This is an optimization exercise on Yosys and OpenROAD, whose aim is small area, a short achievable clock period and few clock cycles per item, not a production implementation. Where RTL was checked, it was by simulation tests only, not by an equivalence proof against the original. Power is estimated from default activity; no workload was simulated.

## build 59
## keyed_ordered_member_list_top
module keyed_ordered_member_list_top (
	input  logic                       clk,
	input  logic                       arst_n,
	input  logic                       in_valid,
	output logic                       in_ready,
	input  logic [1:0]                 mode,
	input  logic [kom_pkg::KEY_W-1:0]  member_id,
	output logic                       out_valid,
	input  logic                       out_ready,
	output logic [kom_pkg::STAT_W-1:0] status,
	output logic                       leader_valid,
	output logic [kom_pkg::KEY_W-1:0]  leader_id,
	output logic [kom_pkg::CNT_W-1:0]  group_size
);
	logic                      exec;
	logic                      b_valid;
	logic [1:0]                b_mode;
	logic [kom_pkg::KEY_W-1:0] b_key;
	kom_ctrl u_ctrl (
		.clk       (clk),
		.arst_n    (arst_n),
		.in_valid  (in_valid),
		.in_ready  (in_ready),
		.mode      (mode),
		.member_id (member_id),
		.exec      (exec),
		.b_valid   (b_valid),
		.b_mode    (b_mode),
		.b_key     (b_key)
	);
	kom_dp u_dp (
		.clk          (clk),
		.arst_n       (arst_n),
		.b_valid      (b_valid),
		.b_mode       (b_mode),
		.b_key        (b_key),
		.exec         (exec),
		.out_valid    (out_valid),
		.out_ready    (out_ready),
		.status       (status),
		.leader_valid (leader_valid),
		.leader_id    (leader_id),
		.group_size   (group_size)
	);
endmodule
For scale: ~3,000 cells after synthesis, about 49 I/O pins, about 0.019 mm² of cells after synthesis.
Settings: LEC_CHECK=0, ABC_AREA=1, CAP_MARGIN=20, CORE_MARGIN=2, CORE_UTILIZATION=40, SLEW_MARGIN=20; clock period 10.0 ns.
run.sh (not shown) runs the stock make flow with config.mk's settings and CLKGATE_MAP_FILE= SYNTH_SCRIPT=/design/flow/synth_recipe.tcl, a recipe that flattens the netlist after the stock synthesis.
Relative to build 59, the following input files were edited for build 67:
- clearing ABC_AREA, which used to be 1
### Flow results
Build 67 has completed all stages; timing, DRC and antenna checks passed. Main combinational cell family by area after synthesis = simple AND/OR/NAND/NOR gates: build 59; main combinational cell family by area after synthesis = compound AO/OA/AOI/OAI gates: build 67. Final period demand of the worst path (lower): build 67. Looking at last element of the critical path, the u_dp.cnt_q[4] result is from build 67; the u_dp.key_q[15][6] one comes from build 59. Build 67 ended with less final total power than build 59. First-pass GRT wire length ended up 41% lower on build 67 than on build 59. Diff build 59 -> build 67 | met2 wire length | down by more than a quarter.
> inputs changed (build 67 -> build 36)
- putting SETUP_SLACK_MARGIN at 5 where nothing was set
- Comparing build 36 with build 67, the fraction of the core area covered by cells at the end of the flow came out essentially unchanged.
- Any difference in fraction of area in registers between build 36 and build 67 is small enough to ignore.
- Build 36 -> build 67: relative contribution of combinational cells to total power flat
- Build 36 -> build 67: cell area after layout flat
What build 80 does differently from build 36 at the input level:
- ABC_CLOCK_PERIOD_IN_PS: unset -> 3000
- SETUP_SLACK_MARGIN: 5 -> unset
### Flow results
Compared build 36 against build 80; power per unit of standard cell area within noise. Utilization: build 36 vs build 80 — no meaningful difference. Setup slack: build 80 less than build 36. Static leakage essentially unchanged between build 80 and build 36.
No run of this note included a check of the RTL's function; only the layout flow was run.


Another version of the RTL of keyed_ordered_member_list_top (not shown whole).
For scale: roughly 1500 cells after synthesis, about 300 flip-flops, roughly 49 I/O pins, roughly 15000 um2 of cells after synthesis.
==> flow/design.v (excerpt) <==
module keyed_ordered_member_list_top (
	input  logic                       clk,
	input  logic                       arst_n,
	input  logic                       in_valid,
	output logic                       in_ready,
	input  logic [1:0]                 mode,
	input  logic [kom_pkg::KEY_W-1:0]  member_id,
	output logic                       out_valid,
	input  logic                       out_ready,
	output logic [kom_pkg::STAT_W-1:0] status,
	output logic                       leader_valid,
	output logic [kom_pkg::KEY_W-1:0]  leader_id,
	output logic [kom_pkg::CNT_W-1:0]  group_size
);
Settings: LEC_CHECK=0, CAP_MARGIN=20, CORE_MARGIN=2, CORE_UTILIZATION=40, CTS_CLUSTER_DIAMETER=120, CTS_CLUSTER_SIZE=24, GPL_ROUTABILITY_DRIVEN=0, SLEW_MARGIN=20, SYNTH_HIERARCHICAL=1; clock period 10.0 ns.
standard.sh (not shown) runs the stock make flow with config.mk's settings and CLKGATE_MAP_FILE= SYNTH_SCRIPT=/design/flow/synth_recipe.tcl, a recipe that flattens the netlist after the stock synthesis.
==> flow/flow/run.sh <==
#!/bin/bash
# The standard layout, with two changes to how it is optimised:
# - the setup repair aims 7.5 ns below the clock period, at the worst path only
#   (TNS_END_PERCENT 0), so it keeps sizing the path that sets the period;
# - the port buffers are buf_2 rather than the delay-cell buffers that
#   buffer_ports picks on its own.
set -euo pipefail
bash standard.sh SETUP_SLACK_MARGIN=7.5 TNS_END_PERCENT=0 \
	'BUFFER_PORTS_ARGS=-buffer_cell sky130_fd_sc_hd__buf_2' finish > standard_flow.log 2>&1
Testbench counts at the start, summed over its fixed seeds: cycles 24,016, items 24,000.
Then changed:
==> flow/flow/run.sh (replaced) <==
#!/bin/bash
# The standard layout, with two changes to how it is optimised:
# - the setup repair aims 7 ns below the clock period, at the worst path only
#   (TNS_END_PERCENT 10), so it keeps sizing the paths that set the period;
# - the port buffers are buf_4 rather than the delay-cell buffers that
#   buffer_ports picks on its own.
set -euo pipefail
bash standard.sh SETUP_SLACK_MARGIN=7 TNS_END_PERCENT=10 \
	'BUFFER_PORTS_ARGS=-buffer_cell sky130_fd_sc_hd__buf_4' finish > standard_flow.log 2>&1
- GPL_ROUTABILITY_DRIVEN: 0 -> not set
Core utilization went up by 2.4 points.
Synthesized area is unchanged.
Worst hold slack hardly moves.
Flip-flop and latch count stays the same.
Setup slack loses 0.032 ns.
Total power increases by 3.9%.
Wire length climbs by 7.6%.
Combinational power grows by about 8%.
Cell area climbs by 5.4%.
Then changed:
==> flow/flow/run.sh (replaced) <==
#!/bin/bash
# The standard layout, with two changes to how it is optimised:
# - the setup repair aims 7 ns below the clock period, at the worst path only
#   (TNS_END_PERCENT 0), so it keeps sizing the path that sets the period;
# - the port buffers are buf_2 rather than the delay-cell buffers that
#   buffer_ports picks on its own.
set -euo pipefail
bash standard.sh SETUP_SLACK_MARGIN=7 TNS_END_PERCENT=0 \
	'BUFFER_PORTS_ARGS=-buffer_cell sky130_fd_sc_hd__buf_2' finish > standard_flow.log 2>&1
- GPL_ROUTABILITY_DRIVEN: not set -> 0
=>
- utilization went down by 2.4 points
- worst setup slack improves by 0.032 ns
- non-clock buffer count decreases by 45
- wire length shrinks by about 7%
- clock power shrinks by about 2%
- worst hold slack hardly moves
- final area goes down by 5.1%
- count of clock-buffer cells in the layout does not change
- synthesized cell count stays the same
- area after synthesis stays the same
Then changed:
- GPL_ROUTABILITY_DRIVEN: 0 -> not set
After rerunning: The changed run ran to the end with no violations; setup slack loses 0.010 ns; synthesized area is unchanged; count of clock-buffer cells in the layout went up by 2; design area grows by 0.96%; critical path depth rises by 4; core utilization rose by 0.43 points.
Then changed:
--- a/flow/flow/run.sh
+++ b/flow/flow/run.sh
@@ -5 +5 @@
-# - the port buffers are buf_2 rather than the delay-cell buffers that
+# - the port buffers are buf_4 rather than the delay-cell buffers that
@@ -9 +9 @@
-	'BUFFER_PORTS_ARGS=-buffer_cell sky130_fd_sc_hd__buf_2' finish > standard_flow.log 2>&1
+	'BUFFER_PORTS_ARGS=-buffer_cell sky130_fd_sc_hd__buf_4' finish > standard_flow.log 2>&1
Result: The new run ran to the end with no violations; register-to-register slack gets worse by 0.02 ns; count of clock-buffer cells in the layout came out lower by 1; design area hardly moves; wire length goes down by 1.8%; flip-flop and latch count does not change; combinational power barely changes; power barely changes; setup slack got worse by 0.018 ns.


== cedar ==
The RTL this note starts from:
==> flow/design.v <==
package kom_pkg;
	localparam int CAPACITY = 16;
	localparam int SLOT_W   = $clog2(CAPACITY);
	localparam int CNT_W    = $clog2(CAPACITY + 1);
	localparam int KEY_W    = 16;
	localparam int STAT_W   = 3;
	localparam logic [1:0] MODE_INSERT = 2'd0;
	localparam logic [1:0] MODE_REMOVE = 2'd1;
	localparam logic [1:0] MODE_LEADER = 2'd2;
	localparam logic [1:0] MODE_LOOKUP = 2'd3;
	localparam logic [STAT_W-1:0] STAT_OK     = 3'd0;
	localparam logic [STAT_W-1:0] STAT_DUP    = 3'd1;
	localparam logic [STAT_W-1:0] STAT_ABSENT = 3'd2;
	localparam logic [STAT_W-1:0] STAT_EMPTY  = 3'd3;
	localparam logic [STAT_W-1:0] STAT_FULL   = 3'd4;
endpackage
module kom_ctrl (
	input  logic                      clk,
	input  logic                      arst_n,
	input  logic                      in_valid,
	output logic                      in_ready,
	input  logic [1:0]                mode,
	input  logic [kom_pkg::KEY_W-1:0] member_id,
	input  logic                      exec,
	output logic                      b_valid,
	output logic [1:0]                b_mode,
	output logic [kom_pkg::KEY_W-1:0] b_key
);
	localparam int KEY_W = kom_pkg::KEY_W;
	logic             b_v_q;
	logic [1:0]       b_mode_q;
	logic [KEY_W-1:0] b_key_q;
	logic             s_v_q;
	logic [1:0]       s_mode_q;
	logic [KEY_W-1:0] s_key_q;
	logic acc;
	logic b_take;
	assign in_ready = !s_v_q;
	assign acc      = in_valid && !s_v_q;
	assign b_take   = !b_v_q || exec;
	always_ff @(posedge clk or negedge arst_n) begin
		if (!arst_n) begin
			b_v_q <= 1'b0;
			s_v_q <= 1'b0;
		end else begin
			if (b_take) begin
				b_v_q <= s_v_q || acc;
				s_v_q <= 1'b0;
			end else if (acc) begin
				s_v_q <= 1'b1;
			end
		end
	end
	always_ff @(posedge clk) begin
		if (b_take) begin
			if (s_v_q) begin
				b_mode_q <= s_mode_q;
				b_key_q  <= s_key_q;
			end else begin
				b_mode_q <= mode;
				b_key_q  <= member_id;
			end
		end
		if (!s_v_q) begin
			s_mode_q <= mode;
			s_key_q  <= member_id;
		end
	end
	assign b_valid = b_v_q;
	assign b_mode  = b_mode_q;
	assign b_key   = b_key_q;
endmodule
module kom_dp (
	input  logic                       clk,
	input  logic                       arst_n,
	input  logic                       b_valid,
	input  logic [1:0]                 b_mode,
	input  logic [kom_pkg::KEY_W-1:0]  b_key,
	output logic                       exec,
	output logic                       out_valid,
	input  logic                       out_ready,
	output logic [kom_pkg::STAT_W-1:0] status,
	output logic                       leader_valid,
	output logic [kom_pkg::KEY_W-1:0]  leader_id,
	output logic [kom_pkg::CNT_W-1:0]  group_size
);
	localparam int CAPACITY = kom_pkg::CAPACITY;
	localparam int CNT_W = kom_pkg::CNT_W;
	localparam int KEY_W = kom_pkg::KEY_W;
	localparam int STAT_W = kom_pkg::STAT_W;
	logic [KEY_W-1:0]    key_q [CAPACITY];
	logic [CAPACITY-1:0] v_q;
	logic [CNT_W-1:0]    cnt_q;
	logic [STAT_W-1:0]   status_q;
	logic                out_valid_q;
	logic [CAPACITY-1:0] hit;
	logic [CAPACITY-1:0] at_or_above;
	logic [CAPACITY-1:0] shift;
	logic [CAPACITY-1:0] load;
	logic                found;
	logic                is_ins, is_rem, is_ldr;
	logic                grow, shrink;
	logic [STAT_W-1:0]   dec_status;
	assign exec = b_valid && (!out_valid_q || out_ready);
	always_comb begin
		for (int i = 0; i < CAPACITY; i++) begin
			hit[i] = v_q[i] && (key_q[i] == b_key);
		end
		at_or_above[0] = hit[0];
		for (int i = 1; i < CAPACITY; i++) begin
			at_or_above[i] = at_or_above[i-1] || hit[i];
		end
	end
	assign found  = |hit;
	assign is_ins = (b_mode == kom_pkg::MODE_INSERT);
	assign is_rem = (b_mode == kom_pkg::MODE_REMOVE);
	assign is_ldr = (b_mode == kom_pkg::MODE_LEADER);
	assign grow   = is_ins && !found && !v_q[CAPACITY-1];
	assign shrink = (is_rem && found) || (is_ldr && v_q[0]);
	always_comb begin
		for (int i = 0; i < CAPACITY; i++) begin
			shift[i] = exec && ((is_rem && at_or_above[i]) || is_ldr);
			load[i]  = exec && is_ins && !found && !v_q[i] && ((i == 0) || v_q[(i == 0) ? 0 : i-1]);
		end
	end
	logic [CNT_W-1:0] cnt_up, cnt_dn, cnt_d;
	logic             do_grow, do_shrink;
	assign cnt_up    = cnt_q + 1'b1;
	assign cnt_dn    = cnt_q - 1'b1;
	assign do_grow   = exec && grow;
	assign do_shrink = exec && shrink;
	assign cnt_d     = ({CNT_W{do_grow}} & cnt_up) | ({CNT_W{do_shrink}} & cnt_dn) |
	                   ({CNT_W{!do_grow && !do_shrink}} & cnt_q);
	always_comb begin
		dec_status = kom_pkg::STAT_OK;
		case (b_mode)
			kom_pkg::MODE_INSERT: begin
				if (found) dec_status = kom_pkg::STAT_DUP;
				else if (v_q[CAPACITY-1]) dec_status = kom_pkg::STAT_FULL;
			end
			kom_pkg::MODE_REMOVE: if (!found) dec_status = kom_pkg::STAT_ABSENT;
			kom_pkg::MODE_LEADER: if (!v_q[0]) dec_status = kom_pkg::STAT_EMPTY;
			default:              if (!found) dec_status = kom_pkg::STAT_ABSENT;
		endcase
	end
	logic [KEY_W-1:0] key_d [CAPACITY];
	always_comb begin
		for (int i = 0; i < CAPACITY; i++) begin
			key_d[i] = ({KEY_W{!(load[i] || shift[i])}} & key_q[i]) |
			           ({KEY_W{load[i]}} & b_key);
			if (i == 0) begin
				key_d[i] = key_d[i] | ({KEY_W{shift[i] && v_q[1]}} & key_q[1]);
			end else if (i < CAPACITY - 1) begin
				key_d[i] = key_d[i] | ({KEY_W{shift[i]}} & key_q[(i < CAPACITY - 1) ? i+1 : i]);
			end
		end
	end
	always_ff @(posedge clk or negedge arst_n) begin
		if (!arst_n) begin
			key_q[0] <= '0;
		end else begin
			key_q[0] <= key_d[0];
		end
	end
	for (genvar i = 1; i < CAPACITY; i++) begin : g_slot
		always_ff @(posedge clk) begin
			key_q[i] <= key_d[i];
		end
	end
	always_ff @(posedge clk or negedge arst_n) begin
		if (!arst_n) begin
			v_q         <= '0;
			cnt_q       <= '0;
			out_valid_q <= 1'b0;
		end else begin
			for (int i = 0; i < CAPACITY; i++) begin
				if (load[i]) begin
					v_q[i] <= 1'b1;
				end else if (shift[i]) begin
					v_q[i] <= (i == CAPACITY - 1) ? 1'b0 : v_q[(i == CAPACITY - 1) ? i : i+1];
				end
			end
			cnt_q <= cnt_d;
			if (exec) begin
				out_valid_q <= 1'b1;
			end else if (out_ready) begin
				out_valid_q <= 1'b0;
			end
		end
	end
	always_ff @(posedge clk) begin
		if (exec) begin
			status_q <= dec_status;
		end
	end
	assign out_valid    = out_valid_q;
	assign status       = status_q;
	assign leader_valid = v_q[0];
	assign leader_id    = key_q[0];
	assign group_size   = cnt_q;
endmodule
module keyed_ordered_member_list_top (
	input  logic                       clk,
	input  logic                       arst_n,
	input  logic                       in_valid,
	output logic                       in_ready,
	input  logic [1:0]                 mode,
	input  logic [kom_pkg::KEY_W-1:0]  member_id,
	output logic                       out_valid,
	input  logic                       out_ready,
	output logic [kom_pkg::STAT_W-1:0] status,
	output logic                       leader_valid,
	output logic [kom_pkg::KEY_W-1:0]  leader_id,
	output logic [kom_pkg::CNT_W-1:0]  group_size
);
	logic                      exec;
	logic                      b_valid;
	logic [1:0]                b_mode;
	logic [kom_pkg::KEY_W-1:0] b_key;
	kom_ctrl u_ctrl (
		.clk       (clk),
		.arst_n    (arst_n),
		.in_valid  (in_valid),
		.in_ready  (in_ready),
		.mode      (mode),
		.member_id (member_id),
		.exec      (exec),
		.b_valid   (b_valid),
		.b_mode    (b_mode),
		.b_key     (b_key)
	);
	kom_dp u_dp (
		.clk          (clk),
		.arst_n       (arst_n),
		.b_valid      (b_valid),
		.b_mode       (b_mode),
		.b_key        (b_key),
		.exec         (exec),
		.out_valid    (out_valid),
		.out_ready    (out_ready),
		.status       (status),
		.leader_valid (leader_valid),
		.leader_id    (leader_id),
		.group_size   (group_size)
	);
endmodule
==> flow/config.mk <==
export PLATFORM = sky130hd
export DESIGN_NAME = keyed_ordered_member_list_top
export DESIGN_NICKNAME = keyed_ordered_member_list_top
export VERILOG_FILES = /design/flow/design.v
export SDC_FILE = /design/flow/constraint.sdc
export NUM_CORES = 4
export LEC_CHECK = 0
export CAP_MARGIN = 20
export CORE_MARGIN = 2
export CORE_UTILIZATION = 40
export SLEW_MARGIN = 20
==> flow/constraint.sdc <==
create_clock -name core_clock -period 10.0 [get_ports {clk}]
set_input_delay 2.0000 -clock core_clock [delete_from_list [all_inputs] [get_ports {clk}]]
set_output_delay 2.0000 -clock core_clock [all_outputs]
set_load 0.01 [all_outputs]
==> flow/flow/run.sh <==
#!/bin/bash
# The standard layout, with the setup repair aimed 7 ns below the clock
# period and only at the worst path, so that it keeps sizing the critical
# path without spending area on endpoints that do not set the period.
set -euo pipefail
bash standard.sh SETUP_SLACK_MARGIN=7 TNS_END_PERCENT=0 finish > standard_flow.log 2>&1
cedar completed end to end with timing, DRC and antenna clean.
What quartz does differently from cedar at the input level:
==> flow/run.sh (new file) <==
#!/bin/bash
# synth_recipe.tcl (not shown) runs the flow's synth.tcl, then flattens the netlist and writes it again
# the make line also repeats each setting of config.mk as NAME=value (left out here)
make -C /OpenROAD-flow-scripts/flow DESIGN_CONFIG=/design/flow/config.mk WORK_HOME=/design/flow/orfs CLKGATE_MAP_FILE= SYNTH_SCRIPT=/design/flow/synth_recipe.tcl finish
removed: flow/flow/run.sh
removed: flow/standard.sh
## What came out
The sequential cell area in the final layout on quartz is in line with that on cedar. Relative area change from synthesis to final layout (quartz over cedar): decrease, 14 points. Fmax deteriorates in quartz relative to cedar. For hold slack, cedar and quartz come out practically identical. Summary of quartz over cedar: sequential share of layout area grew by 4.1 points, utilization of the core after routing shrank by 5.8 points. Fraction of power spent switching nets: quartz vs cedar — no meaningful difference. Against cedar, routed length per placed instance in quartz fell by a few percent. Summary of the comparison: power density relative to cell area is higher in quartz, relative to cedar.
For maple, these inputs were changed with respect to quartz:
==> flow/flow/run.sh (new file) <==
#!/bin/bash
# The standard layout, with two changes to how it is optimised:
# - the setup repair aims 7 ns below the clock period, at the worst path only
#   (TNS_END_PERCENT 0), so it keeps sizing the path that sets the period;
# - the port buffers are buf_4 rather than the delay-cell buffers that
#   buffer_ports picks on its own.
set -euo pipefail
bash standard.sh SETUP_SLACK_MARGIN=7 TNS_END_PERCENT=0 \
	'BUFFER_PORTS_ARGS=-buffer_cell sky130_fd_sc_hd__buf_4' finish > standard_flow.log 2>&1
==> flow/standard.sh (new file) <==
#!/bin/bash
# synth_recipe.tcl (not shown) runs the flow's synth.tcl, then flattens the netlist and writes it again
# the make line also repeats each setting of config.mk as NAME=value (left out here)
make -C /OpenROAD-flow-scripts/flow DESIGN_CONFIG=/design/flow/config.mk WORK_HOME=/design/flow/orfs CLKGATE_MAP_FILE= SYNTH_SCRIPT=/design/flow/synth_recipe.tcl "${@:-finish}"
removed: flow/run.sh
--- outcome ---
- On endpoint required time on the critical path, maple tracks quartz almost exactly.
- Looking at maple and quartz, the number of instances on the worst hold path is a wash.
- Diff quartz -> maple: layout overhead on the synthesized area now sits higher; area after synthesis has remained practically unchanged.
- Going from quartz to maple, combinational share of power grows by 2.4 points.
- More vias were needed by maple than by quartz.
- maple ended with every stage complete and zero timing, DRC or antenna violations.
- Per the final summary, quartz finished and its layout is clean on timing, DRC and antenna.
- Non-clock buffer total of the final layout sits higher in maple than in quartz.
No functional check of the RTL was part of any run of this note.

-- what the ideal ports hide --
In the flow no input, the clock included, has a driving cell. The finished layouts below were timed again as built, in two steps.
Step 1 sets driving cells, clkbuf_16 on the clock port and buf_2 on the other inputs (assumed; they add their load-dependent delay and slew).
Step 2 times the ports against the registers' clock, not the clock port: input delays grow and output delays shrink by t, the midpoint of the rising clock arrivals with the driver on.
Three values: ideal, step 1, step 2; two values: the first two.
| run | shift t [ns] | slack for setup (ns) | worst slew at a driven data input, ns | pins driven straight from the clock port |
|---|---|---|---|---|
| build 59 | 0.623 | 4.677 / 4.677 / 4.624 | 0.03 | 1 |
| build 67 | 0.577 | 5.150 / 5.182 / 4.605 | 0.05 | 1 |
| build 36 | 0.578 | 5.446 / 5.478 / 4.900 | 0.05 | 1 |
| build 80 | 0.577 | 5.150 / 5.182 / 4.605 | 0.05 | 1 |
| the first run of note 2 | 0.571 | 6.515 / 6.515 / 6.087 | 0.05 | 1 |
| the second run of note 2 | 0.562 | 6.482 / 6.460 / 6.127 | 0.04 | 1 |
| the third run of note 2 | 0.571 | 6.515 / 6.515 / 6.087 | 0.05 | 1 |
| the fourth run of note 2 | 0.550 | 6.504 / 6.504 / 6.097 | 0.05 | 1 |
| the fifth run of note 2 | 0.569 | 6.486 / 6.486 / 6.108 | 0.05 | 1 |
| cedar | 0.596 | 6.604 / 6.616 / 6.020 | 0.05 | 1 |
| quartz | 0.593 | 5.081 / 5.081 / 4.685 | 0.04 | 1 |
| maple | 0.581 | 6.618 / 6.633 / 6.053 | 0.04 | 1 |
After both steps setup and hold are still met in every run listed. For cedar, which loses most, drivers alone change the setup slack by +0.012 ns; drivers and shift together by -0.584 ns.
